What follows belongs to an exercise in optimizing a design on an open flow for small area, a short achievable clock period and few clock cycles per item; a production flow would make more cautious choices. Only simulation tests tie the RTL to the original design; equivalence was not proved.

## flow/run.sh

```bash
#!/bin/bash
# synth_recipe.tcl (not shown) runs the flow's synth.tcl, then flattens the netlist and writes it again
# the make line also repeats each setting of config.mk as NAME=value (left out here)
make -C /OpenROAD-flow-scripts/flow DESIGN_CONFIG=/design/flow/config.mk WORK_HOME=/design/flow/orfs CLKGATE_MAP_FILE= SYNTH_SCRIPT=/design/flow/synth_recipe.tcl finish
```

## flow/config.mk

```make
export PLATFORM = sky130hd
export DESIGN_NAME = pressure_rolling_average
export DESIGN_NICKNAME = pressure_rolling_average
export VERILOG_FILES = /design/flow/design.v
export SDC_FILE = /design/flow/constraint.sdc
export NUM_CORES = 4
export LEC_CHECK = 0
export CAP_MARGIN = 20
export CORE_MARGIN = 2
export CORE_UTILIZATION = 40
export SETUP_SLACK_MARGIN = 4.5
export SLEW_MARGIN = 20
```

## flow/constraint.sdc

```tcl
create_clock -name core_clock -period 8.5 [get_ports {clk}]
set_input_delay 1.7000 -clock core_clock [delete_from_list [all_inputs] [get_ports {clk}]]
set_output_delay 1.7000 -clock core_clock [all_outputs]
set_load 0.01 [all_outputs]
```

## flow/design.v

```verilog
package pra_pkg;
    localparam int SAMPLE_W   = 10;
    localparam int MAX_WINDOW = 32;
    localparam int AVG_W      = 14;
    localparam int PRESS_W    = 19;
endpackage
module pra_ring (
    input  logic               clk,
    input  logic               rst_n,
    input  logic               adv,
    input  logic               load,        
    input  logic [9:0]         sample,
    input  logic               win_wr,      
    input  logic [5:0]         win,         
    input  logic               off_wr,      
    input  logic [9:0]         off,
    output logic               busy,        
    output logic               vc,
    output logic [14:0]        sum,
    output logic signed [16:0] diff,
    output logic [5:0]         cnt,
    output logic               full
);
    logic [9:0]  ring_mem [32];
    logic [9:0]  old;
    logic        vb, eb;
    logic [10:0] ds_b, dd_b;
    logic [5:0]  nb;
    logic        fb;
    logic [14:0] s_reg;
    logic [16:0] d_reg;
    logic [5:0]  nc;
    logic        fc;
    logic [4:0]  slot;
    logic [5:0]  fill;
    logic        sub;
    logic [5:0]  nnew;
    logic [5:0]  dcnt;
    logic        dstep;
    logic [16:0] d_add;
    assign dstep = (dcnt != 6'd0);
    assign busy  = dstep;
    assign sub   = (fill == win);
    assign nnew  = sub ? win : (fill + 6'd1);
    assign old   = ring_mem[slot];
    always_ff @(posedge clk or negedge rst_n)
    begin
        if (!rst_n)
        begin
            vb   <= 1'b0;
            vc   <= 1'b0;
            slot <= '0;
            fill <= '0;
            dcnt <= '0;
        end
        else
        begin
            if (adv)
            begin
                vb <= load;
                vc <= vb;
            end
            if (win_wr)
            begin
                slot <= '0;
                fill <= '0;
                dcnt <= '0;
            end
            else
            begin
                if (load)
                begin
                    slot <= (6'(slot) + 6'd1 >= win) ? 5'd0 : (slot + 5'd1);
                    fill <= nnew;
                end
                if (off_wr)
                begin
                    dcnt <= fill;
                end
                else if (dstep)
                begin
                    dcnt <= dcnt - 6'd1;
                end
            end
        end
    end
    always_ff @(posedge clk)
    begin
        if (adv)
        begin
            eb   <= (fill == 6'd0);
            ds_b <= {1'b0, sample} - (sub ? {1'b0, old} : 11'd0);
            dd_b <= {1'b0, sample} - {1'b0, (sub ? old : off)};
            nb   <= nnew;
            fb   <= (nnew == win);
            nc   <= nb;
            fc   <= fb;
        end
        if (load)
        begin
            ring_mem[slot] <= sample;
        end
    end
    assign d_add = dstep ? (17'd0 - 17'(off)) : {{6{dd_b[10]}}, dd_b};
    always_ff @(posedge clk)
    begin
        if (off_wr)
        begin
            d_reg <= 17'(s_reg);
        end
        else if (dstep || (adv && vb))
        begin
            d_reg <= ((eb && !dstep) ? 17'd0 : d_reg) + d_add;
        end
        if (adv && vb)
        begin
            s_reg <= (eb ? 15'd0 : s_reg) + 15'({{4{ds_b[10]}}, ds_b});
        end
    end
    assign sum  = s_reg;
    assign diff = d_reg;
    assign cnt  = nc;
    assign full = fc;
endmodule
module pra_ndiv #(
    parameter int WW  = 18,
    parameter int NST = 4
) (
    input  logic [5:0]       n,
    input  logic [WW+4:0]    st_i,
    output logic [WW+4:0]    st_o
);
    always_comb
    begin
        logic [4:0]    rem;
        logic [WW-1:0] w;
        logic [6:0]    d;
        logic          b;
        rem = st_i[WW+4:WW];
        w   = st_i[WW-1:0];
        for (int i = 0; i < NST; i++)
        begin
            b   = w[WW-1];
            d   = {1'b0, rem, b} - {1'b0, n};
            w   = {w[WW-2:0], !d[6]};
            rem = d[6] ? {rem[3:0], b} : d[4:0];
        end
        st_o = {rem, w};
    end
endmodule
module pra_press (
    input  logic              clk,
    input  logic              rst_n,
    input  logic              adv,
    input  logic              gstart,    
    input  logic [1:0]        gmodel,    
    input  logic [12:0]       ref_mv,
    input  logic [16:0]       diff,      
    input  logic [5:0]        n,         
    output logic              busy,      
    output logic [23:0]       v          
);
    localparam logic [38:0] C0 = 39'h012345678a;
    localparam logic [38:0] C1 = 39'h0b60b60b61;
    localparam logic [38:0] C2 = 39'h4fa39e5cc8;
    localparam logic [53:0] K1 = 54'd0 - (54'd1 << 41) - (54'd1 << 43) - (54'd1 << 45) - (54'd1 << 47);
    localparam logic [53:0] K2 = 54'd0 - (54'd1 << 49) - (54'd1 << 51) - (54'd1 << 53);
    function automatic logic [42:0] brow(input logic [2:0] b, input logic [38:0] g);
        logic neg, one, two;
        logic [39:0] m;
        neg = b[2] & !(b[1] & b[0]);
        one = b[1] ^ b[0];
        two = (b[2] & !b[1] & !b[0]) | (!b[2] & b[1] & b[0]);
        m   = one ? {1'b0, g} : (two ? {g, 1'b0} : 40'd0);
        brow = {neg, !neg, neg, m ^ {40{neg}}};
    endfunction
    logic [1:0]  gst;       
    logic [38:0] g1;
    assign busy = (gst == 2'd1);
    always_ff @(posedge clk or negedge rst_n)
    begin
        if (!rst_n)
        begin
            gst <= 2'd1;
        end
        else if (gstart)
        begin
            gst <= 2'd2;
        end
        else if (gst != 2'd0)
        begin
            gst <= gst + 2'd1;
        end
    end
    logic        cm1;
    logic        s1;
    logic [14:0] u1;
    logic [15:0] y1;        
    logic [42:0] r0, r1, r2, r3;
    logic [53:0] x1;
    logic [53:0] sum1;
    assign cm1 = (gst == 2'd2);
    assign s1  = diff[16] & !cm1;
    assign u1  = cm1 ? {2'b00, ref_mv} : (diff[14:0] ^ {15{diff[16]}});
    assign y1  = {u1, s1};
    assign r0 = brow(y1[2:0], g1);
    assign r1 = brow(y1[4:2], g1);
    assign r2 = brow(y1[6:4], g1);
    assign r3 = brow(y1[8:6], g1);
    assign x1 = K1 | 54'({r3[42], 1'b0, r2[42], 1'b0, r1[42], 1'b0, r0[42]})
                   | (cm1 ? (54'd1 << 13) : (54'(n) << 29));
    assign sum1 = 54'(r0[41:0]) + (54'(r1[41:0]) << 2) + (54'(r2[41:0]) << 4)
                + (54'(r3[41:0]) << 6) + x1;
    logic        cm2;
    logic [45:0] p1;        
    logic [7:0]  uh2;       
    always_ff @(posedge clk or negedge rst_n)
    begin
        if (!rst_n)
        begin
            cm2 <= 1'b0;
        end
        else
        begin
            cm2 <= cm1 && !gstart;
        end
    end
    always_ff @(posedge clk)
    begin
        if (adv || cm1)
        begin
            p1  <= sum1[53:8];
            uh2 <= u1[14:7];
        end
    end
    logic [8:0]  y2;        
    logic [42:0] r4, r5, r6, r7;
    logic [53:0] x2;
    logic [53:0] sum2;
    assign y2 = {1'b0, uh2};
    assign r4 = brow(y2[2:0], g1);
    assign r5 = brow(y2[4:2], g1);
    assign r6 = brow(y2[6:4], g1);
    assign r7 = brow(y2[8:6], g1);
    assign x2 = K2 | 54'({r7[42], 1'b0, r6[42], 1'b0, r5[42], 1'b0, r4[42]}) << 8;
    assign sum2 = {p1, 8'd0} + (54'(r4[41:0]) << 8) + (54'(r5[41:0]) << 10)
                + (54'(r6[41:0]) << 12) + (54'(r7[41:0]) << 14) + x2;
    assign v = sum2[53:30];
    always_ff @(posedge clk)
    begin
        if (gst == 2'd1)
        begin
            case (gmodel)
                2'd0:    g1 <= C0;
                2'd1:    g1 <= C1;
                default: g1 <= C2;
            endcase
        end
        else if (gstart)
        begin
            case (gmodel)
                2'd0:    g1 <= C0;
                2'd1:    g1 <= C1;
                default: g1 <= C2;
            endcase
        end
        else if (cm2)
        begin
            g1 <= sum2[51:13];
        end
    end
endmodule
module pressure_rolling_average (
    input  logic         clk,
    input  logic         rst_n,
    input  logic         s_tvalid,
    output logic         s_tready,
    input  logic [15:0]  s_tdata,    
    output logic         m_tvalid,
    input  logic         m_tready,
    output logic [39:0]  m_tdata,    
    output logic         m_tuser,    
    input  logic         cfg_valid,
    output logic         cfg_ready,
    input  logic [1:0]   cfg_index,
    input  logic [12:0]  cfg_data
);
    localparam int KA1 = 3;
    localparam int KA2 = 4;
    localparam int NE  = 5;
    function automatic int qsteps(input int j);
        case (j)
            0:       qsteps = 4;
            1:       qsteps = 4;
            2:       qsteps = 4;
            3:       qsteps = 4;
            default: qsteps = 2;
        endcase
    endfunction
    function automatic int asteps(input int j);
        case (j)
            0:       asteps = 4;
            1:       asteps = 3;
            default: asteps = 0;
        endcase
    endfunction
    logic [5:0]  win_reg;
    logic [1:0]  model_reg;
    logic [12:0] ref_reg;
    logic [9:0]  off_reg;
    logic        win_wr, off_wr, g_wr;
    logic [1:0]  gmodel;
    assign cfg_ready = 1'b1;
    assign win_wr    = cfg_valid && (cfg_index == 2'd0);
    assign off_wr    = cfg_valid && (cfg_index == 2'd3);
    assign g_wr      = cfg_valid && ((cfg_index == 2'd1) || (cfg_index == 2'd2));
    assign gmodel    = (cfg_valid && (cfg_index == 2'd1)) ? cfg_data[1:0] : model_reg;
    always_ff @(posedge clk or negedge rst_n)
    begin
        if (!rst_n)
        begin
            win_reg   <= 6'd8;
            model_reg <= 2'd1;
            ref_reg   <= 13'd5000;
            off_reg   <= 10'd0;
        end
        else if (cfg_valid)
        begin
            case (cfg_index)
                2'd0:    win_reg   <= (cfg_data[5:0] == 6'd0) ? 6'd1 :
                                      (cfg_data[5:0] > 6'd32) ? 6'd32 : cfg_data[5:0];
                2'd1:    model_reg <= cfg_data[1:0];
                2'd2:    ref_reg   <= cfg_data[12:0];
                default: off_reg   <= cfg_data[9:0];
            endcase
        end
    end
    logic        out_v;
    logic        adv;
    logic        busy_r, busy_p;
    assign adv      = !out_v || m_tready;
    assign s_tready = adv && !busy_r && !busy_p;
    logic               vc;
    logic [14:0]        sum_c;
    logic [16:0]        diff_c;
    logic [5:0]         n_c;
    logic               full_c;
    pra_ring u_ring (
        .clk    (clk),
        .rst_n  (rst_n),
        .adv    (adv),
        .load   (s_tvalid && s_tready),
        .sample (s_tdata[9:0]),
        .win_wr (win_wr),
        .win    (win_reg),
        .off_wr (off_wr),
        .off    (off_reg),
        .busy   (busy_r),
        .vc     (vc),
        .sum    (sum_c),
        .diff   (diff_c),
        .cnt    (n_c),
        .full   (full_c)
    );
    logic [23:0] v_mul;
    pra_press u_press (
        .clk    (clk),
        .rst_n  (rst_n),
        .adv    (adv),
        .gstart (g_wr),
        .gmodel (gmodel),
        .ref_mv (ref_reg),
        .diff   (diff_c),
        .n      (n_c),
        .busy   (busy_p),
        .v      (v_mul)
    );
    logic [18:0] a_c, a_c2;
    assign a_c = {sum_c, 4'b0000};    
    pra_ndiv #(.WW(14), .NST(KA1)) u_adiv1 (.n(n_c), .st_i(a_c), .st_o(a_c2));
    logic        v_d1, neg_d1, full_d1;
    logic [5:0]  n_d1;
    logic [18:0] a_d1, a_d1x;
    pra_ndiv #(.WW(14), .NST(KA2)) u_adiv2 (.n(n_d1), .st_i(a_d1), .st_o(a_d1x));
    logic        v_d2, neg_d2, full_d2;
    logic [5:0]  n_d2;
    logic [18:0] a_d2;
    logic [23:0] v_d2v;
    always_ff @(posedge clk or negedge rst_n)
    begin
        if (!rst_n)
        begin
            v_d1 <= 1'b0;
            v_d2 <= 1'b0;
        end
        else if (adv)
        begin
            v_d1 <= vc;
            v_d2 <= v_d1;
        end
    end
    always_ff @(posedge clk)
    begin
        if (adv)
        begin
            neg_d1  <= diff_c[16];
            full_d1 <= full_c;
            n_d1    <= n_c;
            a_d1    <= a_c2;
            neg_d2  <= neg_d1;
            full_d2 <= full_d1;
            n_d2    <= n_d1;
            a_d2    <= a_d1x;
            v_d2v   <= v_mul;
        end
    end
    logic [NE:0]        ve;
    logic [NE*23-1:0]   q_st;
    logic [NE*19-1:0]   a_st;
    logic [NE*6-1:0]    n_e;
    logic [NE-1:0]      ovf_e, neg_e, full_e;
    assign ve[0] = v_d2;
    for (genvar j = 0; j < NE; j++)
    begin : g_div
        localparam int QD = qsteps(j);
        localparam int AD = asteps(j);
        logic [5:0]  n_in;
        logic [22:0] q_in, q_out;
        logic [18:0] a_in, a_out;
        logic        ovf_in, neg_in, full_in;
        if (j == 0)
        begin : g_first
            assign n_in    = n_d2;
            assign ovf_in  = (v_d2v[23:18] >= n_d2);
            assign q_in    = v_d2v[22:0];
            assign a_in    = a_d2;
            assign neg_in  = neg_d2;
            assign full_in = full_d2;
        end
        else
        begin : g_next
            assign n_in    = n_e[(j-1)*6 +: 6];
            assign ovf_in  = ovf_e[j-1];
            assign q_in    = q_st[(j-1)*23 +: 23];
            assign a_in    = a_st[(j-1)*19 +: 19];
            assign neg_in  = neg_e[j-1];
            assign full_in = full_e[j-1];
        end
        pra_ndiv #(.WW(18), .NST(QD)) u_qdiv (.n(n_in), .st_i(q_in), .st_o(q_out));
        if (AD > 0)
        begin : g_avg
            pra_ndiv #(.WW(14), .NST(AD)) u_adiv (.n(n_in), .st_i(a_in), .st_o(a_out));
        end
        else
        begin : g_avg_done
            assign a_out = a_in;
        end
        always_ff @(posedge clk or negedge rst_n)
        begin
            if (!rst_n)
            begin
                ve[j+1] <= 1'b0;
            end
            else if (adv)
            begin
                ve[j+1] <= ve[j];
            end
        end
        if (j < NE - 1)
        begin : g_mid
            always_ff @(posedge clk)
            begin
                if (adv)
                begin
                    q_st[j*23 +: 23] <= q_out;
                    a_st[j*19 +: 19] <= a_out;
                    n_e[j*6 +: 6]    <= n_in;
                    ovf_e[j]         <= ovf_in;
                    neg_e[j]         <= neg_in;
                    full_e[j]        <= full_in;
                end
            end
        end
        else
        begin : g_last
            logic [18:0] prs;
            always_comb
            begin
                if (ovf_in)
                begin
                    prs = neg_in ? 19'h40000 : 19'h3ffff;
                end
                else
                begin
                    prs = neg_in ? (19'd0 - {1'b0, q_out[17:0]}) : {1'b0, q_out[17:0]};
                end
            end
            always_ff @(posedge clk)
            begin
                if (adv)
                begin
                    m_tdata <= {7'd0, prs, a_out[13:0]};
                    m_tuser <= full_in;
                end
            end
        end
    end
    assign out_v    = ve[NE];
    assign m_tvalid = out_v;
endmodule
```

==> flow_summary_export.csv, run 1 <==
group,metric,value,unit
status,outcome,"finished clean",
sta,drv_slew,0,
clocking,clock_sinks,832,
synth,synth_area,0.0568,mm²
setup_path,path_max_fanout,7,
setup_path,rr_worst_depth,35,
worst_hold_path,hp-class,"reg -> reg",
synth,synth_top_area_share,40.7,%
sta,fin_ws,0.915,ns
synth,synth_edf_count,770,
grt,grt_pass1_vias,41362,
detailed_routing,vias,40950,
detailed_routing,antenna_left,0,
synth,ys_seq_area_share,43.5,%
detailed_routing,drt-vias-per-instance,5.48,
die,start_util,40.2,%
synth,ys.flop_type,"edfxtp_1",
synth,syn_inst,4964,
setup_path,r2r-end,"u_press.p1[35]",
finish,layout-drive-gt1-share,30.2,%
finish,nets,6220,
finish,area_growth,27.9,%
setup_path,crit_path_start_kind,"register",
die,dieWidth,381,µm
synth,async_reset_ff_share,7.21,%
place,place_hpwl,99200,µm
place,dp_slack,0.256,ns
worst_hold_path,hold-path-endpoint,"g_div[4].q_in[10]",
sta,hold_viol,0,
clocking,clockBufferDepth,3,
setup_path,critPathSlowestCell,"dfstp_2",
place,portBuffers,65,
setup_path,crit_start,"u_press.gst[0]",
setup_path,crit_arrival,8.06,ns
die,dieHeight,381,µm
clocking,clock_latency,0.73,ns
sta,rsz0062_at_grt,"yes",
die,core_area,0.141,mm²
synth,synth_seq_cells,832,
synth,avgSynthCellArea,11.4,µm²
setup_path,endpoint_kind,"register",
worst_hold_path,min-delay-start,"g_div[3].q_in[6]",
sta,fmax,0.132,GHz
setup_path,crit_required,8.97,ns
setup_path,max_stage_delay,0.54,ns
run,maxCapViolCount,0,
setup_path,regToRegSetupSlack,0.92,ns
sta,setup_tns,0,ns
grt,track_usage,20.7,%
die,die-area,0.145,mm²
synth,synth_top_area_cell,"edfxtp_1",
sta,final-setup-viol-count,0,
clocking,clkTransAtPathRegs,0.06,ns
clocking,htreeDepth,3,
detailed_routing,drt_wl_total,155000,µm
synth,synthDistinctLibCells,92,
grt,grt_antenna_before_repair,3,
worst_hold_path,hold_depth,0,
die,num_io_pins,80,
finish,largest_register,"u_ring.ring_mem",
detailed_routing,wl_per_cell,20.7,µm
sta,fin_skew,0.0477,ns
clocking,tritoncts,"yes",
setup_path,worstSetupPathType,"reg -> reg",
detailed_routing,drc_errors,0,
sta,min_period_over_period,89.2,%
finish,largest_reg_flops,320,
setup_path,r2r_start,"u_press.gst[0]",
detailed_routing,dr.pass1.iters,6,
synth,yosys-top-cells-area,"edfxtp_1, ha_1, fa_1, xnor2_1, a22oi_1",
grt,grt_pass1_wl,237000,µm
detailed_routing,drt_iter0_drc,3155,
sta,min_period,7.58,ns
clocking,cts-root-buf,"clkbuf_16",
sta,slew_headroom,28.9,%
sta,tightest_slew,1.06,ns
synth,yosysWarnings,7,
clocking,cts_made_buffers,92,
grt,overflow,0,
place,gp_congestion,0.895,
die,num_rows,138,
grt,grt_start_max_net_pins,191,
-- metal layers --
metal	wire length (µm)	track usage (%)
met5	11	0
met4	5430	7.20
met3	9470	3.19
met2	74800	34.5
met1	65400	27.3
-- worst max-delay path: cells and delay by family (launching register included) --
kind                       cells  cell delay (ns)
AOI/OAI and AO/OA             16             3.09
adders and majority gates      5             1.66
and+or+nand+nor                4             0.86
buffers and inverters          7             0.82
DFF                            1             0.54
xor gates and xnor gates       3             0.41
-- stage by stage --
step / util, % / instance area [µm²] / std cells / hold slack, ns
after global placement: 42.9 / 60500 / 6762 / 0.400
after detailed placement: 42.9 / 60500 / 6762 / 0.405
after floorplan: - / 57900 / 4970 / 0.400
final: 51.4 / 72600 / 7476 / 0.386
after global routing: 51.4 / 72600 / 7475 / 0.401
after CTS: 49.4 / 69800 / 7309 / 0.394
-- final cells by class --
type / instances / area [µm²]
diodes: 2 / 5.00
clock inverters: 64 / 644
inverters: 367 / 1460
flip-flops and latches: 832 / 24700
fillers: 12125 / 68600
multi-input cells: 3493 / 34200
clock buffers: 107 / 2420
well taps: 1890 / 2360
repair buffers: 721 / 6850
-- cells by family (layout without fill, tap and decap cells) --
family                     count (synthesis)  in the layout  share of synthesized area [%]
AOI/OAI and AO/OA                       1148           1149                           13.4
and+or+nand+nor                          923            923                           7.55
DFF                                      832            832                           43.5
adders and majority gates                677            677                           17.6
buffers and inverters                    646           1259                           4.34
xor gates and xnor gates                 558            558                           8.61
muxes                                    178            178                           5.06
other                                      2             10                         0.0132
-- timing repair --
action                     CTS  global route
gates resized for setup    640           320
setup endpoints to repair  522           186
hold endpoints to repair     0             0
pin swaps                  351           315
gates cloned                 9             2
hold buffers                 0             0
buffers inserted           367           163
-- Yosys cell counts, types with 70 or more instances --
cell	instances
ha_1	477
xnor2_1	415
edfxtp_1	770
fa_1	200
a22oi_1	313
nor2_1	289
a21oi_1	311
a21o_1	151
mux4_2	80
clkbuf_1	226
xor2_1	143
nand2_1	287
inv_1	363
o21ai_0	161
mux2_2	70
-- placed cells by master (no fill, tap or decap), types with 29 or more instances in the layout --
| cell type | n |
|---|---|
| o21ai_1 | 34 |
| nand2b_1 | 55 |
| nor2_1 | 227 |
| clkdlybuf4s50_1 | 62 |
| a21o_1 | 136 |
| nor2_4 | 29 |
| nor2_2 | 34 |
| a22oi_2 | 38 |
| fa_1 | 158 |
| ha_4 | 102 |
| inv_2 | 38 |
| fa_2 | 42 |
| inv_1 | 313 |
| mux2_2 | 51 |
| a21oi_2 | 90 |
| o21ai_2 | 32 |
| a21oi_1 | 195 |
| buf_4 | 481 |
| nand2_1 | 256 |
| and2_1 | 40 |
| nand3_1 | 36 |
| edfxtp_1 | 770 |
| mux4_2 | 80 |
| nor2b_1 | 53 |
| a22oi_1 | 275 |
| dfrtp_1 | 48 |
| xnor2_1 | 384 |
| o21ai_0 | 88 |
| buf_6 | 119 |
| buf_12 | 38 |
| clkbuf_16 | 94 |
| ha_1 | 356 |
| xor2_1 | 130 |
-- worst max path at each step --
| stage | endpoint | cells past startpoint | slack, ns |
|---|---|---|---|
| finish | u_press.p1[35] | 35 | 0.92 |
| global route | u_press.p1[35] | 37 | 0.68 |
| CTS | u_press.p1[42] | 34 | 1.02 |
| detailed placement | u_press.p1[39] | 30 | 0.26 |
| global placement | u_press.p1[39] | 33 | 0.23 |
| floorplan | u_press.p1[39] | 37 | 0.94 |
Testbench counts, summed over its fixed seeds: cycles 5,843, items 4,835.
==> inputs of run 2 (changes only) <==
--- a/flow/design.v
+++ b/flow/design.v
@@ -14,12 +14,16 @@
     input  logic [5:0]         win,         
     input  logic               off_wr,      
     input  logic [9:0]         off,
+    input  logic               uload,       
+    input  logic [12:0]        ref_mv,
     output logic               busy,        
     output logic               vc,
     output logic [14:0]        sum,
     output logic signed [16:0] diff,
     output logic [5:0]         cnt,
-    output logic               full
+    output logic               full,
+    output logic [14:0]        mu,          
+    output logic               mneg         
 );
     logic [9:0]  ring_mem [32];
     logic [9:0]  old;
@@ -38,6 +42,9 @@
     logic [5:0]  dcnt;
     logic        dstep;
     logic [16:0] d_add;
+    logic [16:0] d_next;
+    logic [14:0] u_reg;
+    logic        ng_reg;
     assign dstep = (dcnt != 6'd0);
     assign busy  = dstep;
     assign sub   = (fill == win);
@@ -110,13 +117,29 @@
         end
         else if (dstep || (adv && vb))
         begin
-            d_reg <= ((eb && !dstep) ? 17'd0 : d_reg) + d_add;
+            d_reg <= d_next;
         end
         if (adv && vb)
         begin
             s_reg <= (eb ? 15'd0 : s_reg) + 15'({{4{ds_b[10]}}, ds_b});
         end
     end
+    assign d_next = ((eb && !dstep) ? 17'd0 : d_reg) + d_add;
+    always_ff @(posedge clk)
+    begin
+        if (uload)
+        begin
+            u_reg  <= {2'b00, ref_mv};
+            ng_reg <= 1'b0;
+        end
+        else if (adv)
+        begin
+            u_reg  <= d_next[14:0] ^ {15{d_next[16]}};
+            ng_reg <= d_next[16];
+        end
+    end
+    assign mu   = u_reg;
+    assign mneg = ng_reg;
     assign sum  = s_reg;
     assign diff = d_reg;
     assign cnt  = nc;
@@ -154,9 +177,10 @@
     input  logic              adv,
     input  logic              gstart,    
     input  logic [1:0]        gmodel,    
-    input  logic [12:0]       ref_mv,
-    input  logic [16:0]       diff,      
+    input  logic [14:0]       u,         
+    input  logic              s,         
     input  logic [5:0]        n,         
+    output logic              uload,     
     output logic              busy,      
     output logic [23:0]       v          
 );
@@ -174,89 +198,89 @@
         m   = one ? {1'b0, g} : (two ? {g, 1'b0} : 40'd0);
         brow = {neg, !neg, neg, m ^ {40{neg}}};
     endfunction
-    logic [1:0]  gst;       
+    function automatic logic [107:0] csa(input logic [53:0] a, input logic [53:0] b, input logic [53:0] c);
+        logic [53:0] sm, cy;
+        sm  = a ^ b ^ c;
+        cy  = (a & b) | (a & c) | (b & c);
+        csa = {cy[52:0], 1'b0, sm};
+    endfunction
+    logic [2:0]  gst;
+    logic        cm1, cm2;
     logic [38:0] g1;
-    assign busy = (gst == 2'd1);
+    assign uload = (gst == 3'd2);
+    assign busy  = (gst == 3'd1) || (gst == 3'd2);
     always_ff @(posedge clk or negedge rst_n)
     begin
         if (!rst_n)
         begin
-            gst <= 2'd1;
-        end
-        else if (gstart)
-        begin
-            gst <= 2'd2;
+            gst <= 3'd1;
+            cm1 <= 1'b0;
+            cm2 <= 1'b0;
         end
-        else if (gst != 2'd0)
+        else
         begin
-            gst <= gst + 2'd1;
+            if (gstart)
+            begin
+                gst <= 3'd2;
+            end
+            else if (gst == 3'd4)
+            begin
+                gst <= 3'd0;
+            end
+            else if (gst != 3'd0)
+            begin
+                gst <= gst + 3'd1;
+            end
+            cm1 <= (gst == 3'd2) && !gstart;
+            cm2 <= cm1 && !gstart;
         end
     end
-    logic        cm1;
-    logic        s1;
-    logic [14:0] u1;
-    logic [15:0] y1;        
-    logic [42:0] r0, r1, r2, r3;
-    logic [53:0] x1;
-    logic [53:0] sum1;
-    assign cm1 = (gst == 2'd2);
-    assign s1  = diff[16] & !cm1;
-    assign u1  = cm1 ? {2'b00, ref_mv} : (diff[14:0] ^ {15{diff[16]}});
-    assign y1  = {u1, s1};
+    logic [15:0]  y1;        
+    logic [42:0]  r0, r1, r2, r3;
+    logic [53:0]  x1;
+    logic [107:0] l1a, l1b, l1c;
+    logic [53:0]  sum1;
+    assign y1 = {u, s};
     assign r0 = brow(y1[2:0], g1);
     assign r1 = brow(y1[4:2], g1);
     assign r2 = brow(y1[6:4], g1);
     assign r3 = brow(y1[8:6], g1);
     assign x1 = K1 | 54'({r3[42], 1'b0, r2[42], 1'b0, r1[42], 1'b0, r0[42]})
                    | (cm1 ? (54'd1 << 13) : (54'(n) << 29));
-    assign sum1 = 54'(r0[41:0]) + (54'(r1[41:0]) << 2) + (54'(r2[41:0]) << 4)
-                + (54'(r3[41:0]) << 6) + x1;
-    logic        cm2;
+    assign l1a  = csa(54'(r0[41:0]), 54'(r1[41:0]) << 2, 54'(r2[41:0]) << 4);
+    assign l1b  = csa(l1a[53:0], l1a[107:54], 54'(r3[41:0]) << 6);
+    assign l1c  = csa(l1b[53:0], l1b[107:54], x1);
+    assign sum1 = l1c[53:0] + l1c[107:54];
     logic [45:0] p1;        
     logic [7:0]  uh2;       
-    always_ff @(posedge clk or negedge rst_n)
-    begin
-        if (!rst_n)
-        begin
-            cm2 <= 1'b0;
-        end
-        else
-        begin
-            cm2 <= cm1 && !gstart;
-        end
-    end
     always_ff @(posedge clk)
     begin
         if (adv || cm1)
         begin
             p1  <= sum1[53:8];
-            uh2 <= u1[14:7];
+            uh2 <= u[14:7];
         end
     end
-    logic [8:0]  y2;        
-    logic [42:0] r4, r5, r6, r7;
-    logic [53:0] x2;
-    logic [53:0] sum2;
+    logic [8:0]   y2;        
+    logic [42:0]  r4, r5, r6, r7;
+    logic [53:0]  x2;
+    logic [107:0] l2a, l2b, l2c, l2d;
+    logic [53:0]  sum2;
     assign y2 = {1'b0, uh2};
     assign r4 = brow(y2[2:0], g1);
     assign r5 = brow(y2[4:2], g1);
     assign r6 = brow(y2[6:4], g1);
     assign r7 = brow(y2[8:6], g1);
-    assign x2 = K2 | 54'({r7[42], 1'b0, r6[42], 1'b0, r5[42], 1'b0, r4[42]}) << 8;
-    assign sum2 = {p1, 8'd0} + (54'(r4[41:0]) << 8) + (54'(r5[41:0]) << 10)
-                + (54'(r6[41:0]) << 12) + (54'(r7[41:0]) << 14) + x2;
+    assign x2 = K2 | (54'({r7[42], 1'b0, r6[42], 1'b0, r5[42], 1'b0, r4[42]}) << 8);
+    assign l2a  = csa(54'(r4[41:0]) << 8, 54'(r5[41:0]) << 10, 54'(r6[41:0]) << 12);
+    assign l2b  = csa(54'(r7[41:0]) << 14, {p1, 8'd0}, x2);
+    assign l2c  = csa(l2a[53:0], l2a[107:54], l2b[53:0]);
+    assign l2d  = csa(l2c[53:0], l2c[107:54], l2b[107:54]);
+    assign sum2 = l2d[53:0] + l2d[107:54];
     assign v = sum2[53:30];
     always_ff @(posedge clk)
     begin
-        if (gst == 2'd1)
-        begin
-            case (gmodel)
-                2'd0:    g1 <= C0;
-                2'd1:    g1 <= C1;
-                default: g1 <= C2;
-            endcase
-        end
-        else if (gstart)
+        if (gstart || (gst == 3'd1))
         begin
             case (gmodel)
                 2'd0:    g1 <= C0;
@@ -286,21 +310,16 @@
     input  logic [12:0]  cfg_data
 );
     localparam int KA1 = 3;
-    localparam int KA2 = 4;
-    localparam int NE  = 5;
+    localparam int KA2 = 3;
+    localparam int NE  = 6;
     function automatic int qsteps(input int j);
-        case (j)
-            0:       qsteps = 4;
-            1:       qsteps = 4;
-            2:       qsteps = 4;
-            3:       qsteps = 4;
-            default: qsteps = 2;
-        endcase
+        qsteps = 3;
     endfunction
     function automatic int asteps(input int j);
         case (j)
-            0:       asteps = 4;
+            0:       asteps = 3;
             1:       asteps = 3;
+            2:       asteps = 2;
             default: asteps = 0;
         endcase
     endfunction
@@ -345,6 +364,9 @@
     logic [16:0]        diff_c;
     logic [5:0]         n_c;
     logic               full_c;
+    logic [14:0]        mu_c;
+    logic               mneg_c;
+    logic               uload;
     pra_ring u_ring (
         .clk    (clk),
         .rst_n  (rst_n),
@@ -355,12 +377,16 @@
         .win    (win_reg),
         .off_wr (off_wr),
         .off    (off_reg),
+        .uload  (uload),
+        .ref_mv (ref_reg),
         .busy   (busy_r),
         .vc     (vc),
         .sum    (sum_c),
         .diff   (diff_c),
         .cnt    (n_c),
-        .full   (full_c)
+        .full   (full_c),
+        .mu     (mu_c),
+        .mneg   (mneg_c)
     );
     logic [23:0] v_mul;
     pra_press u_press (
@@ -369,9 +395,10 @@
         .adv    (adv),
         .gstart (g_wr),
         .gmodel (gmodel),
-        .ref_mv (ref_reg),
-        .diff   (diff_c),
+        .u      (mu_c),
+        .s      (mneg_c),
         .n      (n_c),
+        .uload  (uload),
         .busy   (busy_p),
         .v      (v_mul)
     );
@@ -403,7 +430,7 @@
     begin
         if (adv)
         begin
-            neg_d1  <= diff_c[16];
+            neg_d1  <= mneg_c;
             full_d1 <= full_c;
             n_d1    <= n_c;
             a_d1    <= a_c2;
--- a/flow/config.mk
+++ b/flow/config.mk
@@ -8,5 +8,5 @@
 export CAP_MARGIN = 20
 export CORE_MARGIN = 2
 export CORE_UTILIZATION = 40
-export SETUP_SLACK_MARGIN = 4.5
+export SETUP_SLACK_MARGIN = 4.0
 export SLEW_MARGIN = 20
==> flow_summary_export.csv, run 2 <==
group,metric,value,unit
place,place_hpwl,94200,µm
grt,track_usage,20.0,%
clocking,clkTransAtPathRegs,0.06,ns
worst_hold_path,hold_depth,0,
synth,synth_top_area_share,42.6,%
synth,yosys-top-cells-count,"edfxtp_1, inv_1, ha_1",
sta,slew_headroom,25.2,%
finish,largest_reg_flops,320,
sta,min_period_over_period,67.4,%
sta,final-setup-viol-count,0,
die,dieHeight,387,µm
clocking,clock_latency,0.72,ns
detailed_routing,drt-vias-per-instance,5.38,
synth,synth_edf_count,831,
synth,yosysMostFrequentCell,"edfxtp_1",
finish,area_growth,25.4,%
die,num_rows,140,
grt,grt_start_max_net_pins,203,
place,gp_congestion,0.850,
sta,fin_skew,0.0358,ns
clocking,tritoncts,"yes",
sta,tightest_slew,1.11,ns
synth,ys.flop_type,"edfxtp_1",
setup_path,path_max_fanout,6,
grt,grt_pass1_vias,41078,
detailed_routing,drc_errors,0,
clocking,clock_sinks,899,
clocking,clockBufferDepth,3,
grt,grt_antenna_before_repair,2,
detailed_routing,dr.pass1.iters,7,
grt,overflow,0,
grt,grt_pass1_wl,236000,µm
finish,fill_cells,12426,
grt,use_met1,25.7,%
setup_path,crit_path_start_kind,"register",
finish,nets,6258,
finish,layout-drive-gt1-share,27.4,%
grt,grtUsageMet2,34.5,%
die,num_io_pins,80,
sta,setup_tns,0,ns
synth,avgSynthCellArea,11.6,µm²
grt,grt.met3_usage,2.64,%
clocking,postCtsHoldBufs,0,
synth,synth_area,0.0585,mm²
detailed_routing,antenna_left,0,
synth,synth_seq_cells,899,
status,outcome,"finished clean",
sta,min_period,5.73,ns
synth,syn_inst,5057,
sta,rsz0062_at_grt,"yes",
finish,largest_register,"u_ring.ring_mem",
clocking,cts-root-buf,"clkbuf_16",
sta,drv_slew,0,
place,portBuffers,65,
clocking,cts_made_buffers,96,
synth,async_reset_ff_share,7.01,%
grt,top_usage_layer,"met2",
sta,hold_viol,0,
setup_path,crit_arrival,6.19,ns
synth,yosysWarnings,6,
synth,yosys-top-cells-area,"edfxtp_1, ha_1, fa_1, xnor2_1, a22oi_1",
clocking,htreeDepth,3,
detailed_routing,drt_iter0_drc,2830,
worst_hold_path,hp-class,"reg -> reg",
die,start_util,40.3,%
run,maxCapViolCount,0,
die,core_area,0.145,mm²
synth,synthDistinctLibCells,82,
sta,fmax,0.175,GHz
finish,antenna_cells,0,
setup_path,rr_worst_depth,22,
finish,layout_commonest_cell,"edfxtp_1",
detailed_routing,wl_per_cell,20.5,µm
finish,final_cell_mix,"edfxtp_1, inv_1, buf_4, xnor2_1, ha_1",
synth,ys_seq_area_share,45.5,%
die,die-area,0.149,mm²
setup_path,worstSetupPathType,"reg -> reg",
setup_path,crit_required,8.96,ns
die,dieWidth,387,µm
setup_path,endpoint_kind,"register",
detailed_routing,drt_wl_total,154000,µm
detailed_routing,vias,40538,
synth,synth_top_area_cell,"edfxtp_1",
run 2: changes by cell type after synthesis, sizes merged, moves of 26 or more:
cell / previous run / this run
a21oi: 313 / 263
edfxtp: 770 / 831
fa: 200 / 237
ha: 477 / 451
inv: 365 / 560
nand2: 287 / 330
nor2: 290 / 241
o21ai: 169 / 195
run 2: kinds of logic after synthesis:
group / Yosys count / synth area share, %
buf+inv: 836 / 5.44
simple gates: 881 / 6.92
fa+ha+maj: 689 / 17.8
xor+xnor: 532 / 8.01
flops: 899 / 45.5
other cells: 2 / 0.0128
compound gates: 1060 / 11.8
mux: 158 / 4.53
run 2: worst paths after layout:
path	slack, ns	startpoint	to
worst max-delay path	2.77	u_ring.u_reg[1]	u_press.p1[38]
worst min-delay path	0.40	u_ring.u_reg[10]	u_press.uh2[3]
worst max register to register	2.77	u_ring.u_reg[1]	u_press.p1[38]
worst min register to register	0.40	u_ring.u_reg[10]	u_press.uh2[3]
max in group asynchronous	6.62	rst_n	u_ring.slot[0]
min in group asynchronous	0.91	rst_n	off_reg[6]
run 2: worst max-delay path: stages (launching register included):
cell and delay (ns):
edfxtp_1 0.52, ha_4 0.31, nor2_4 0.18, buf_8 0.17, a22oi_2 0.08, xnor2_2 0.19, fa_1 0.50, fa_1 0.51
fa_1 0.54, inv_2 0.05, ha_4 0.21, a21o_1 0.16, a221oi_2 0.29, a21oi_2 0.10, buf_4 0.15, a21oi_4 0.25
o31ai_4 0.16, a311oi_4 0.40, buf_4 0.19, nand2b_4 0.08, a211oi_2 0.18, o21ai_1 0.11, xor2_1 0.16
run 2: final cells by class:
class / instances / area, µm² / area share [%]
Sequential cell: 899 / 26700 / 36.3
Inverter: 562 / 2200 / 3.00
Multi-Input combinational cell: 3332 / 32800 / 44.7
Clock inverter: 65 / 803 / 1.09
Tap cell: 1917 / 2400 / 3.27
Clock buffer: 111 / 2460 / 3.35
Timing Repair inverter: 2 / 20.0 / 0.0273
Timing Repair Buffer: 641 / 6040 / 8.24
run 2: routing by layer:
layer	vias to the layer above	wire length, µm
li1	18755	-
met1	20462	64200
met2	1059	76500
met3	258	7780
met4	4	5640
met5	-	31
run 2: per-stage QoR:
step | util (%) | hold slack [ns] | setup slack (ns) | instance area, µm² | cells
6_report | 50.5 | 0.404 | 2.77 | 73400 | 7529
5_1_grt | 50.5 | 0.414 | 2.58 | 73400 | 7529
4_1_cts | 48.8 | 0.399 | 2.77 | 70900 | 7391
3_5_place_dp | 42.7 | 0.405 | 1.74 | 62000 | 6834
3_3_place_gp | 42.7 | 0.400 | 1.75 | 62000 | 6834
2_1_floorplan | - | 0.400 | 3.15 | 60000 | 5063
run 2: repair_timing:
action	4_1_cts	5_1_grt
cloned	12	3
pin swaps	281	254
endpoints found under the setup margin	527	200
endpoints found under the hold margin	0	0
setup buffers	369	134
gates resized for setup	535	306
Testbench counts of run 2, summed over its fixed seeds: cycles 5,923, items 4,835.
==> inputs of run 3 (changes only) <==
--- a/flow/design.v
+++ b/flow/design.v
@@ -22,7 +22,7 @@
     output logic signed [16:0] diff,
     output logic [5:0]         cnt,
     output logic               full,
-    output logic [14:0]        mu,          
+    output logic [23:0]        bctl,        
     output logic               mneg         
 );
     logic [9:0]  ring_mem [32];
@@ -43,8 +43,11 @@
     logic        dstep;
     logic [16:0] d_add;
     logic [16:0] d_next;
-    logic [14:0] u_reg;
+    logic [23:0] bctl_reg;
     logic        ng_reg;
+    logic [14:0] u_nx;
+    logic [16:0] y_nx;        
+    logic [23:0] bctl_nx;
     assign dstep = (dcnt != 6'd0);
     assign busy  = dstep;
     assign sub   = (fill == win);
@@ -125,20 +128,30 @@
         end
     end
     assign d_next = ((eb && !dstep) ? 17'd0 : d_reg) + d_add;
-    always_ff @(posedge clk)
+    assign u_nx = uload ? {2'b00, ref_mv} : (d_next[14:0] ^ {15{d_next[16]}});
+    assign y_nx = {1'b0, u_nx, d_next[16] & !uload};
+    always_comb
     begin
-        if (uload)
+        for (int i = 0; i < 8; i++)
         begin
-            u_reg  <= {2'b00, ref_mv};
-            ng_reg <= 1'b0;
+            logic b2, b1, b0;
+            b2 = y_nx[2*i+2];
+            b1 = y_nx[2*i+1];
+            b0 = y_nx[2*i];
+            bctl_nx[3*i+2] = b2 & !(b1 & b0);                         
+            bctl_nx[3*i+1] = b1 ^ b0;                                 
+            bctl_nx[3*i]   = (b2 & !b1 & !b0) | (!b2 & b1 & b0);       
         end
-        else if (adv)
+    end
+    always_ff @(posedge clk)
+    begin
+        if (adv || uload)
         begin
-            u_reg  <= d_next[14:0] ^ {15{d_next[16]}};
-            ng_reg <= d_next[16];
+            bctl_reg <= bctl_nx;
+            ng_reg   <= d_next[16];
         end
     end
-    assign mu   = u_reg;
+    assign bctl = bctl_reg;
     assign mneg = ng_reg;
     assign sum  = s_reg;
     assign diff = d_reg;
@@ -177,8 +190,7 @@
     input  logic              adv,
     input  logic              gstart,    
     input  logic [1:0]        gmodel,    
-    input  logic [14:0]       u,         
-    input  logic              s,         
+    input  logic [23:0]       bctl,      
     input  logic [5:0]        n,         
     output logic              uload,     
     output logic              busy,      
@@ -187,14 +199,14 @@
     localparam logic [38:0] C0 = 39'h012345678a;
     localparam logic [38:0] C1 = 39'h0b60b60b61;
     localparam logic [38:0] C2 = 39'h4fa39e5cc8;
-    localparam logic [53:0] K1 = 54'd0 - (54'd1 << 41) - (54'd1 << 43) - (54'd1 << 45) - (54'd1 << 47);
-    localparam logic [53:0] K2 = 54'd0 - (54'd1 << 49) - (54'd1 << 51) - (54'd1 << 53);
-    function automatic logic [42:0] brow(input logic [2:0] b, input logic [38:0] g);
+    localparam logic [53:0] K  = 54'd0 - (54'd1 << 41) - (54'd1 << 43) - (54'd1 << 45) - (54'd1 << 47)
+                                       - (54'd1 << 49) - (54'd1 << 51) - (54'd1 << 53);
+    function automatic logic [42:0] brow(input logic [2:0] c, input logic [38:0] g);
         logic neg, one, two;
         logic [39:0] m;
-        neg = b[2] & !(b[1] & b[0]);
-        one = b[1] ^ b[0];
-        two = (b[2] & !b[1] & !b[0]) | (!b[2] & b[1] & b[0]);
+        neg = c[2];
+        one = c[1];
+        two = c[0];
         m   = one ? {1'b0, g} : (two ? {g, 1'b0} : 40'd0);
         brow = {neg, !neg, neg, m ^ {40{neg}}};
     endfunction
@@ -235,48 +247,45 @@
             cm2 <= cm1 && !gstart;
         end
     end
-    logic [15:0]  y1;        
-    logic [42:0]  r0, r1, r2, r3;
+    logic [42:0]  r0, r1, r2, r3, r4, r5, r6, r7;
     logic [53:0]  x1;
-    logic [107:0] l1a, l1b, l1c;
+    logic [107:0] l1a, l1b, l1c, l1d;
     logic [53:0]  sum1;
-    assign y1 = {u, s};
-    assign r0 = brow(y1[2:0], g1);
-    assign r1 = brow(y1[4:2], g1);
-    assign r2 = brow(y1[6:4], g1);
-    assign r3 = brow(y1[8:6], g1);
-    assign x1 = K1 | 54'({r3[42], 1'b0, r2[42], 1'b0, r1[42], 1'b0, r0[42]})
-                   | (cm1 ? (54'd1 << 13) : (54'(n) << 29));
+    assign r0 = brow(bctl[2:0], g1);
+    assign r1 = brow(bctl[5:3], g1);
+    assign r2 = brow(bctl[8:6], g1);
+    assign r3 = brow(bctl[11:9], g1);
+    assign r4 = brow(bctl[14:12], g1);
+    assign r5 = {bctl[17], 42'd0};
+    assign r6 = {bctl[20], 42'd0};
+    assign r7 = {bctl[23], 42'd0};
+    assign x1 = K | 54'({r7[42], 1'b0, r6[42], 1'b0, r5[42], 1'b0, r4[42], 1'b0,
+                         r3[42], 1'b0, r2[42], 1'b0, r1[42], 1'b0, r0[42]})
+                  | (cm1 ? (54'd1 << 13) : (54'(n) << 29));
     assign l1a  = csa(54'(r0[41:0]), 54'(r1[41:0]) << 2, 54'(r2[41:0]) << 4);
-    assign l1b  = csa(l1a[53:0], l1a[107:54], 54'(r3[41:0]) << 6);
-    assign l1c  = csa(l1b[53:0], l1b[107:54], x1);
-    assign sum1 = l1c[53:0] + l1c[107:54];
-    logic [45:0] p1;        
-    logic [7:0]  uh2;       
+    assign l1b  = csa(54'(r3[41:0]) << 6, 54'(r4[41:0]) << 8, x1);
+    assign l1c  = csa(l1a[53:0], l1a[107:54], l1b[53:0]);
+    assign l1d  = csa(l1c[53:0], l1c[107:54], l1b[107:54]);
+    assign sum1 = l1d[53:0] + l1d[107:54];
+    logic [43:0] p1;        
+    logic [8:0]  c2;        
     always_ff @(posedge clk)
     begin
         if (adv || cm1)
         begin
-            p1  <= sum1[53:8];
-            uh2 <= u[14:7];
+            p1  <= sum1[53:10];
+            c2  <= bctl[23:15];
         end
     end
-    logic [8:0]   y2;        
-    logic [42:0]  r4, r5, r6, r7;
-    logic [53:0]  x2;
-    logic [107:0] l2a, l2b, l2c, l2d;
+    logic [42:0]  q5, q6, q7;
+    logic [107:0] l2a, l2b;
     logic [53:0]  sum2;
-    assign y2 = {1'b0, uh2};
-    assign r4 = brow(y2[2:0], g1);
-    assign r5 = brow(y2[4:2], g1);
-    assign r6 = brow(y2[6:4], g1);
-    assign r7 = brow(y2[8:6], g1);
-    assign x2 = K2 | (54'({r7[42], 1'b0, r6[42], 1'b0, r5[42], 1'b0, r4[42]}) << 8);
-    assign l2a  = csa(54'(r4[41:0]) << 8, 54'(r5[41:0]) << 10, 54'(r6[41:0]) << 12);
-    assign l2b  = csa(54'(r7[41:0]) << 14, {p1, 8'd0}, x2);
-    assign l2c  = csa(l2a[53:0], l2a[107:54], l2b[53:0]);
-    assign l2d  = csa(l2c[53:0], l2c[107:54], l2b[107:54]);
-    assign sum2 = l2d[53:0] + l2d[107:54];
+    assign q5 = brow(c2[2:0], g1);
+    assign q6 = brow(c2[5:3], g1);
+    assign q7 = brow(c2[8:6], g1);
+    assign l2a  = csa(54'(q5[41:0]) << 10, 54'(q6[41:0]) << 12, 54'(q7[41:0]) << 14);
+    assign l2b  = csa(l2a[53:0], l2a[107:54], {p1, 10'd0});
+    assign sum2 = l2b[53:0] + l2b[107:54];
     assign v = sum2[53:30];
     always_ff @(posedge clk)
     begin
@@ -364,7 +373,7 @@
     logic [16:0]        diff_c;
     logic [5:0]         n_c;
     logic               full_c;
-    logic [14:0]        mu_c;
+    logic [23:0]        bctl_c;
     logic               mneg_c;
     logic               uload;
     pra_ring u_ring (
@@ -385,7 +394,7 @@
         .diff   (diff_c),
         .cnt    (n_c),
         .full   (full_c),
-        .mu     (mu_c),
+        .bctl   (bctl_c),
         .mneg   (mneg_c)
     );
     logic [23:0] v_mul;
@@ -395,8 +404,7 @@
         .adv    (adv),
         .gstart (g_wr),
         .gmodel (gmodel),
-        .u      (mu_c),
-        .s      (mneg_c),
+        .bctl   (bctl_c),
         .n      (n_c),
         .uload  (uload),
         .busy   (busy_p),
@@ -510,16 +518,30 @@
         end
         else
         begin : g_last
-            logic [18:0] prs;
+            logic [18:0]    prs;
+            logic [18-QD:0] hi_p, hi_n, hi_n1;
+            logic [QD-1:0]  lo;
+            assign hi_p  = {1'b0, q_in[17-QD:0]};
+            assign hi_n  = ~hi_p;
+            assign hi_n1 = hi_n + 1'b1;
+            assign lo    = q_out[QD-1:0];
             always_comb
             begin
                 if (ovf_in)
                 begin
                     prs = neg_in ? 19'h40000 : 19'h3ffff;
                 end
+                else if (!neg_in)
+                begin
+                    prs = {hi_p, lo};
+                end
+                else if (lo == '0)
+                begin
+                    prs = {hi_n1, lo};
+                end
                 else
                 begin
-                    prs = neg_in ? (19'd0 - {1'b0, q_out[17:0]}) : {1'b0, q_out[17:0]};
+                    prs = {hi_n, QD'(0) - lo};
                 end
             end
             always_ff @(posedge clk)
==> flow_summary_export.csv, run 3 <==
group,metric,value,unit
clocking,postCtsHoldBufs,0,
synth,synth_top_area_share,42.7,%
place,gp_congestion,0.857,
synth,synth_area,0.0590,mm²
synth,syn_inst,5218,
clocking,clock_sinks,903,
setup_path,path_max_fanout,4,
place,portBuffers,65,
grt,grt_start_max_net_pins,171,
die,die-area,0.150,mm²
finish,layout-drive-gt1-share,30.5,%
finish,nets,6538,
grt,track_usage,20.3,%
synth,ys_seq_area_share,45.4,%
die,dieWidth,388,µm
sta,fmax,0.181,GHz
sta,final-setup-viol-count,0,
run,maxCapViolCount,0,
setup_path,critPathSlowestCell,"edfxtp_1",
die,num_io_pins,80,
die,num_rows,140,
synth,yosysMostFrequentCell,"edfxtp_1",
synth,synthDistinctLibCells,79,
place,place_hpwl,96100,µm
grt,top_usage_layer,"met2",
clocking,tritoncts,"yes",
setup_path,worstSetupPathType,"reg -> reg",
setup_path,crit_required,8.97,ns
sta,rsz0062_at_grt,"yes",
sta,slew_headroom,27.4,%
grt,grt_pass1_vias,41493,
grt,grtUsageMet2,34.1,%
sta,setup_tns,0,ns
synth,async_reset_ff_share,6.98,%
finish,largest_reg_flops,320,
setup_path,crit_arrival,6.00,ns
synth,yosys-top-cells-area,"edfxtp_1, ha_1, fa_1, xnor2_1, nand2_1",
setup_path,crit_path_start_kind,"register",
sta,hold_viol,0,
setup_path,endpoint_kind,"register",
grt,use_met1,26.5,%
finish,layout_commonest_cell,"edfxtp_1",
synth,synth_top_area_cell,"edfxtp_1",
setup_path,crit_buf_inv,3,
detailed_routing,dr.pass1.iters,7,
sta,fin_skew,0.0568,ns
synth,yosysWarnings,6,
place,dpl.cell_count,6986,
die,dieHeight,388,µm
clocking,htreeDepth,3,
grt,grt_pass1_wl,240000,µm
worst_hold_path,hp-class,"reg -> reg",
detailed_routing,vias,42422,
grt,grt_antenna_before_repair,2,
finish,register_area,0.0268,mm²
clocking,cts_made_buffers,99,
setup_path,cp_top_family,"compound AO/OA/AOI/OAI gates",
detailed_routing,drt_wl_total,161000,µm
finish,fill_cells,12158,
synth,yosys-top-cells-count,"edfxtp_1, nand2_1, inv_1",
sta,min_period,5.53,ns
clocking,clkTransAtPathRegs,0.06,ns
detailed_routing,wl_per_cell,20.4,µm
die,start_util,40.4,%
detailed_routing,antenna_left,0,
detailed_routing,drt-vias-per-instance,5.40,
synth,ys.flop_type,"edfxtp_1",
finish,final_cell_mix,"edfxtp_1, buf_4, nand2_1, inv_1, xnor2_1",
die,core_area,0.146,mm²
finish,fin_area,0.0765,mm²
finish,area_growth,29.7,%
detailed_routing,drc_errors,0,
place,place_area,0.0622,mm²
sta,drv_slew,0,
synth,synth_seq_cells,903,
finish,layout.cells.non_filler,7855,
grt,overflow,0,
synth,synth_edf_count,838,
setup_path,max_stage_delay,0.37,ns
clocking,clockBufferDepth,3,
grt,grt.met3_usage,2.64,%
sta,min_period_over_period,65.1,%
clocking,clock_latency,0.75,ns
clocking,cts-root-buf,"clkbuf_16",
finish,largest_register,"u_ring.ring_mem",
detailed_routing,drt_iter0_drc,3430,
sta,tightest_slew,1.08,ns
synth,avgSynthCellArea,11.3,µm²
status,outcome,"finished clean",
finish,multi_input_area,0.0339,mm²
[run 3: cell count changes after synthesis, moves of 10 or more]
cell	change
nand2_1	+179
nand2b_1	-20
a22oi_1	-98
o21ai_0	+76
a211oi_1	+12
ha_1	-39
a21boi_0	+10
clkbuf_1	+12
inv_1	-58
mux2_2	+17
[run 3: path summary, 6_finish.rpt]
path                                    from                 to  slack (ns)  cells after the start
max in group asynchronous              rst_n     u_ring.slot[0]        6.71                      1
setup / recovery           g_div[5].q_in[17]        m_tdata[28]        2.97                     29
hold reg to reg            g_div[1].q_in[11]  g_div[2].q_in[14]        0.41                      0
setup reg to reg           g_div[5].q_in[17]        m_tdata[28]        2.97                     29
hold / removal             g_div[1].q_in[11]  g_div[2].q_in[14]        0.41                      0
min in group asynchronous              rst_n         win_reg[2]        1.09                      1
[run 3: cell families after synthesis]
family,Yosys count,share of synthesized area [%]
AND/OR/NAND/NOR,1079,8.26
multiplexers,181,4.93
AO/OA/AOI/OAI,1091,11.7
other,2,0.0127
flip-flops,903,45.4
XOR/XNOR,525,7.80
adder cells (fa/ha/maj),648,16.7
buffers and inverters,789,5.09
[run 3: cell type report]
type,count,area share (%)
repair inverters,2,0.0229
clock buffers,121,3.39
flip-flops and latches,903,35.1
multi-input cells,3534,44.3
well taps,1917,3.14
diodes,3,0.00982
inverters,503,2.55
clock inverters,60,0.965
repair buffers,812,10.6
[run 3: repair_timing]
item,4_1_cts,5_1_grt
pin swaps,240,349
gates resized for setup,558,564
setup endpoints to repair,516,184
cloned,22,9
setup buffers,459,195
[run 3: stage by stage]
stage               setup slack (ns)  hold WS [ns]  utilization [%]
global placement                2.38         0.401             42.6
detailed placement              2.34         0.405             42.6
floorplan                       3.12         0.400                -
CTS                             2.94         0.403             49.5
finish                          2.97         0.413             52.4
global route                    2.70         0.423             52.4
[run 3: layer usage]
| metal | vias up | share of wire, % |
|---|---|---|
| met5 | - | 0 |
| met4 | 0 | 4.1 |
| met1 | 21105 | 42 |
| li1 | 19643 | - |
| met2 | 1348 | 49 |
| met3 | 326 | 5.4 |
Testbench counts of run 3, summed over its fixed seeds: cycles 5,923, items 4,835.
==> inputs of run 4 (changes only) <==
--- a/flow/config.mk
+++ b/flow/config.mk
@@ -8,5 +8,5 @@
 export CAP_MARGIN = 20
 export CORE_MARGIN = 2
 export CORE_UTILIZATION = 40
-export SETUP_SLACK_MARGIN = 4.0
+export SETUP_SLACK_MARGIN = 3.0
 export SLEW_MARGIN = 20
==> flow_summary_export.csv, run 4 <==
group,metric,value,unit
status,outcome,"finished clean",
sta,fin_skew,0.0359,ns
setup_path,cp_top_family,"compound AO/OA/AOI/OAI gates",
sta,fin_ws,2.96,ns
synth,yosysWarnings,6,
finish,fin_area,0.0675,mm²
worst_hold_path,hold_depth,0,
finish,area_growth,14.4,%
grt,grt_pass1_wl,222000,µm
die,num_io_pins,80,
sta,min_period,5.54,ns
place,dpl.cell_count,6990,
finish,layout_commonest_cell,"edfxtp_1",
clocking,clock_latency,0.73,ns
setup_path,max_stage_delay,0.38,ns
finish,final_core_util,46.2,%
setup_path,crit_required,8.93,ns
synth,ys.flop_type,"edfxtp_1",
detailed_routing,wl_met3,7170,µm
clocking,htreeDepth,3,
setup_path,r2r-end,"m_tdata[27]",
worst_hold_path,hold-path-endpoint,"g_div[4].q_in[14]",
synth,synth_seq_cells,903,
place,place_area,0.0616,mm²
grt,grt_start_max_net_pins,80,
setup_path,crit_arrival,5.96,ns
die,die-area,0.150,mm²
setup_path,crit_buf_inv,5,
synth,avgSynthCellArea,11.3,µm²
sta,slew_headroom,30.0,%
finish,nets,6037,
sta,final-setup-viol-count,0,
clocking,tritoncts,"yes",
synth,ys_seq_area_share,45.4,%
synth,synth_edf_count,838,
setup_path,critical_path.most_common_cell,"a21oi_2",
detailed_routing,dr.pass1.iters,5,
synth,synth_area,0.0590,mm²
finish,largest_reg_flops,320,
sta,drv_slew,0,
grt,overflow,0,
detailed_routing,drc_errors,0,
place,portBuffers,65,
finish,largest_register,"u_ring.ring_mem",
setup_path,rr_worst_depth,31,
die,start_util,40.4,%
synth,syn_inst,5218,
grt,grt_antenna_before_repair,5,
finish,antenna_cells,0,
clocking,cts-root-buf,"clkbuf_16",
detailed_routing,drt-vias-per-instance,5.34,
worst_hold_path,hp-class,"reg -> reg",
place,place_hpwl,96100,µm
setup_path,worstSetupPathType,"reg -> reg",
synth,yosys-top-cells-count,"edfxtp_1, nand2_1, inv_1",
detailed_routing,vias,39257,
finish,layout-drive-gt1-share,13.2,%
detailed_routing,wl_per_cell,19.3,µm
setup_path,path_max_fanout,6,
detailed_routing,antenna_left,0,
setup_path,critPathSlowestCell,"edfxtp_1",
sta,hold_viol,0,
synth,synth_top_area_share,42.7,%
detailed_routing,drt_wl_total,142000,µm
clocking,cts_made_buffers,98,
grt,grt_pass1_vias,38903,
detailed_routing,wl_met1,61600,µm
place,dp_slack,2.09,ns
sta,tightest_slew,1.05,ns
sta,setup_tns,0,ns
finish,final_cell_mix,"edfxtp_1, nand2_1, inv_1, xnor2_1, ha_1",
detailed_routing,routed-wl-met2,68300,µm
run,maxCapViolCount,0,
setup_path,endpoint_kind,"register",
clocking,clock_sinks,903,
worst_hold_path,min-delay-start,"g_div[3].q_in[11]",
synth,synthDistinctLibCells,79,
place,gp_congestion,0.862,
finish,layout.cells.non_filler,7353,
setup_path,r2r_start,"g_div[5].q_in[17]",
grt,track_usage,18.5,%
die,dieHeight,388,µm
sta,rsz0062_at_grt,"yes",
sta,fmax,0.181,GHz
clocking,clkTransAtPathRegs,0.06,ns
synth,synth_top_area_cell,"edfxtp_1",
setup_path,regToRegSetupSlack,2.96,ns
die,core_area,0.146,mm²
die,num_rows,140,
detailed_routing,drt_iter0_drc,2848,
die,dieWidth,388,µm
detailed_routing,top_layer,"met5",
synth,yosys-top-cells-area,"edfxtp_1, ha_1, fa_1, xnor2_1, nand2_1",
setup_path,crit_path_start_kind,"register",
synth,async_reset_ff_share,6.98,%
clocking,clockBufferDepth,3,
synth,yosysMostFrequentCell,"edfxtp_1",
sta,min_period_over_period,65.1,%
[run 4: cell count changes in the layout (fill, tap and decap cells not counted), moves of 59 or more]
| cell | before | now |
|---|---|---|
| o21ai_0 | 149 | 250 |
| buf_4 | 507 | 199 |
| ha_4 | 94 | 14 |
| buf_6 | 153 | 12 |
| a21oi_1 | 157 | 227 |
| inv_2 | 67 | 8 |
| inv_1 | 423 | 487 |
| ha_1 | 295 | 392 |
[run 4: per-layer routing]
layer	track usage (%)	up-vias
met5	0	-
met4	6.25	6
met2	31.2	1049
met3	2.43	239
li1	-	18654
met1	24.7	19309
[run 4: cell type report]
cell class,instances,area [µm²]
clock inverter,68,702
timing repair buffer,314,3070
clock buffer,114,2510
fill,13159,78500
multi-input combinational,3533,30100
inverter,503,1920
timing repair inverter,1,8.76
sequential,903,26800
tap,1917,2400
[run 4: through the flow]
stage	hold WS, ns
after CTS	0.408
final	0.410
after detailed placement	0.405
after global placement	0.401
after global routing	0.417
after floorplan	0.400
[run 4: worst max path at each step]
stage                                           from                 to  slack (ns)  depth (start not counted)
after global routing               g_div[5].q_in[17]        m_tdata[23]        2.62                         31
after detailed placement  g_div[2].g_avg.u_adiv.n[0]  g_div[3].q_in[19]        2.09                         20
after CTS                          g_div[5].q_in[17]        m_tdata[27]        2.87                         30
after global placement    g_div[2].g_avg.u_adiv.n[0]  g_div[3].q_in[19]        2.14                         20
after floorplan                    g_div[5].q_in[17]        m_tdata[28]        2.99                         29
final                              g_div[5].q_in[17]        m_tdata[27]        2.96                         31
[run 4: repair_timing]
action / CTS / global route
gates resized for setup: 93 / 124
gates cloned: 3 / 3
setup endpoints to repair: 114 / 115
buffers inserted: 68 / 107
hold buffers: 0 / 0
pin swaps: 31 / 71
[run 4: logic make-up after synthesis]
family          after synthesis  share of synthesized area (%)
xor+xnor                    525                           7.80
other cells                   2                         0.0127
simple gates               1079                           8.26
mux                         181                           4.93
buf+inv                     789                           5.09
flops                       903                           45.4
compound gates             1091                           11.7
fa+ha+maj                   648                           16.7
==> inputs of run 5 (changes only) <==
--- a/flow/config.mk
+++ b/flow/config.mk
@@ -8,5 +8,4 @@
 export CAP_MARGIN = 20
 export CORE_MARGIN = 2
 export CORE_UTILIZATION = 40
-export SETUP_SLACK_MARGIN = 3.0
 export SLEW_MARGIN = 20
==> flow_summary_export.csv, run 5 <==
group,metric,value,unit
finish,layout-drive-gt1-share,7.77,%
die,num_io_pins,80,
setup_path,crit_required,8.91,ns
clocking,cts-resized-gates,0,
clocking,clock_sinks,903,
synth,yosys-top-cells-count,"edfxtp_1, nand2_1, inv_1",
detailed_routing,drt_wl_total,139000,µm
sta,hold_viol,0,
finish,largest_register,"u_ring.ring_mem",
sta,min_period,6.97,ns
place,portBuffers,65,
clocking,clkTransAtPathRegs,0.06,ns
finish,nets,5856,
status,outcome,"finished clean",
clocking,clockBufferDepth,3,
synth,synth_area,0.0590,mm²
setup_path,critPathSlowestCell,"a21oi_1",
die,dieHeight,388,µm
die,die-area,0.150,mm²
detailed_routing,drc_errors,0,
detailed_routing,vias,38565,
finish,area_growth,9.55,%
detailed_routing,drt-vias-per-instance,5.38,
synth,ys_seq_area_share,45.4,%
detailed_routing,dr.pass1.iters,6,
clocking,cts-root-buf,"clkbuf_16",
synth,synth_seq_cells,903,
synth,synth_compound_area_share,11.7,%
sta,setup_tns,0,ns
synth,syn_inst,5218,
grt,grt_pass1_vias,38989,
place,place_hpwl,97500,µm
worst_hold_path,hp-class,"reg -> reg",
finish,fin_area,0.0646,mm²
grt,overflow,0,
die,dieWidth,388,µm
clocking,tritoncts,"yes",
clocking,clock_latency,0.72,ns
detailed_routing,antenna_left,0,
setup_path,max_stage_delay,0.66,ns
finish,largest_reg_flops,320,
synth,ys.flop_type,"edfxtp_1",
grt,grt_antenna_before_repair,4,
sta,fmax,0.143,GHz
die,num_rows,140,
detailed_routing,drt_iter0_drc,2656,
grt,grt_pass1_wl,220000,µm
synth,synth_mux_area_share,4.93,%
setup_path,critical_path.most_common_cell,"a21oi_1",
clocking,cts_made_buffers,96,
sta,rsz0062_at_grt,"no",
synth,synth_edf_count,838,
sta,tightest_slew,1.08,ns
synth,synth_top_area_share,42.7,%
synth,synthXorXnorAreaFrac,7.80,%
clocking,post_cts_buffers,0,
finish,layout_commonest_cell,"edfxtp_1",
setup_path,path_max_fanout,10,
synth,async_reset_ff_share,6.98,%
synth,yosysWarnings,6,
die,start_util,40.4,%
synth,synthSimpleGateAreaFrac,8.26,%
finish,final_cell_mix,"edfxtp_1, nand2_1, inv_1, ha_1, xnor2_1",
place,place_area,0.0615,mm²
clocking,postCtsHoldBufs,0,
-- run 5: final timing paths --
check                                     from        endpoint  slack [ns]  cells after the start
hold / removal             u_ring.bctl_reg[16]   u_press.c2[1]        0.39                      0
min in group asynchronous                rst_n  u_ring.slot[0]        1.09                      1
max in group asynchronous                rst_n  u_ring.slot[1]        6.77                      1
hold reg to reg            u_ring.bctl_reg[16]   u_press.c2[1]        0.39                      0
setup / recovery             g_div[5].q_in[17]     m_tdata[23]        1.53                     31
setup reg to reg             g_div[5].q_in[17]     m_tdata[23]        1.53                     31
-- run 5: layout make-up --
type                    instances  area (µm²)
repair buffers                137        1190
fillers                     13476       81300
clock inverters                49         474
multi-input cells            3532       29200
well taps                    1917        2400
inverters                     503        1900
flip-flops and latches        903       26800
clock buffers                 129        2610
-- run 5: per-layer routing --
layer	vias to the layer above	wire length, µm	GRT usage, %
met2	945	67500	31.5
met5	-	25	0
met3	225	6600	2.59
met1	19094	60400	24.3
li1	18297	-	-
met4	4	4090	5.66
-- run 5: logic make-up (layout without fill, tap and decap cells) --
kind of cell,Yosys count,after routing
AND/OR/NAND/NOR,1079,1079
multiplexers,181,181
buffers and inverters,789,818
XOR/XNOR,525,525
flip-flops,903,903
other,2,8
AO/OA/AOI/OAI,1091,1091
adder cells (fa/ha/maj),648,648
-- run 5: critical path, delay by kind of cell, from the launching register on --
family / cells / cell delay (ns)
compound gates: 14 / 2.79
fa+ha+maj: 6 / 1.87
simple gates: 6 / 0.85
mux: 2 / 0.51
flops: 1 / 0.36
buf+inv: 3 / 0.32
-- run 5: per-stage QoR --
step	hold slack [ns]	setup slack, ns	instances	util [%]
2_1_floorplan	0.400	0.0414	5224	-
3_3_place_gp	0.400	1.70	6992	42.2
3_5_place_dp	0.405	1.57	6992	42.2
4_1_cts	0.399	1.52	7170	44.3
5_1_grt	0.413	0.881	7170	44.3
6_report	0.391	1.53	7170	44.3

separate check: timing with driven ports:
Ports are ideal in the flow. The routed layouts listed here were re-timed in OpenROAD. Step 1, drivers: a clkbuf_16 drives clk and a buf_2 each remaining input, both assumed. Step 2 moves the port delays by t, midway between the first and last clock arrival at a register: inputs arrive t later, outputs are due t later. That takes back most of the time a late clock gives input paths. Three values: no drivers, after step 1, after step 2; two values: the first two.
| run | t (ns) | slack for setup (ns) | worst data-port slew with drivers (ns) | cell pins on the clock port's net |
|---|---|---|---|---|
| run 1 | 0.782 | 0.915 / 0.915 / 0.915 | 0.18 | 1 |
| run 2 | 0.786 | 2.770 / 2.770 / 2.770 | 0.16 | 1 |
| run 3 | 0.808 | 2.968 / 2.968 / 2.968 | 0.17 | 1 |
| run 4 | 0.789 | 2.963 / 2.963 / 2.963 | 0.14 | 1 |
| run 5 | 0.786 | 1.530 / 1.530 / 1.530 | 0.13 | 1 |
After both steps every run listed still meets setup and hold.
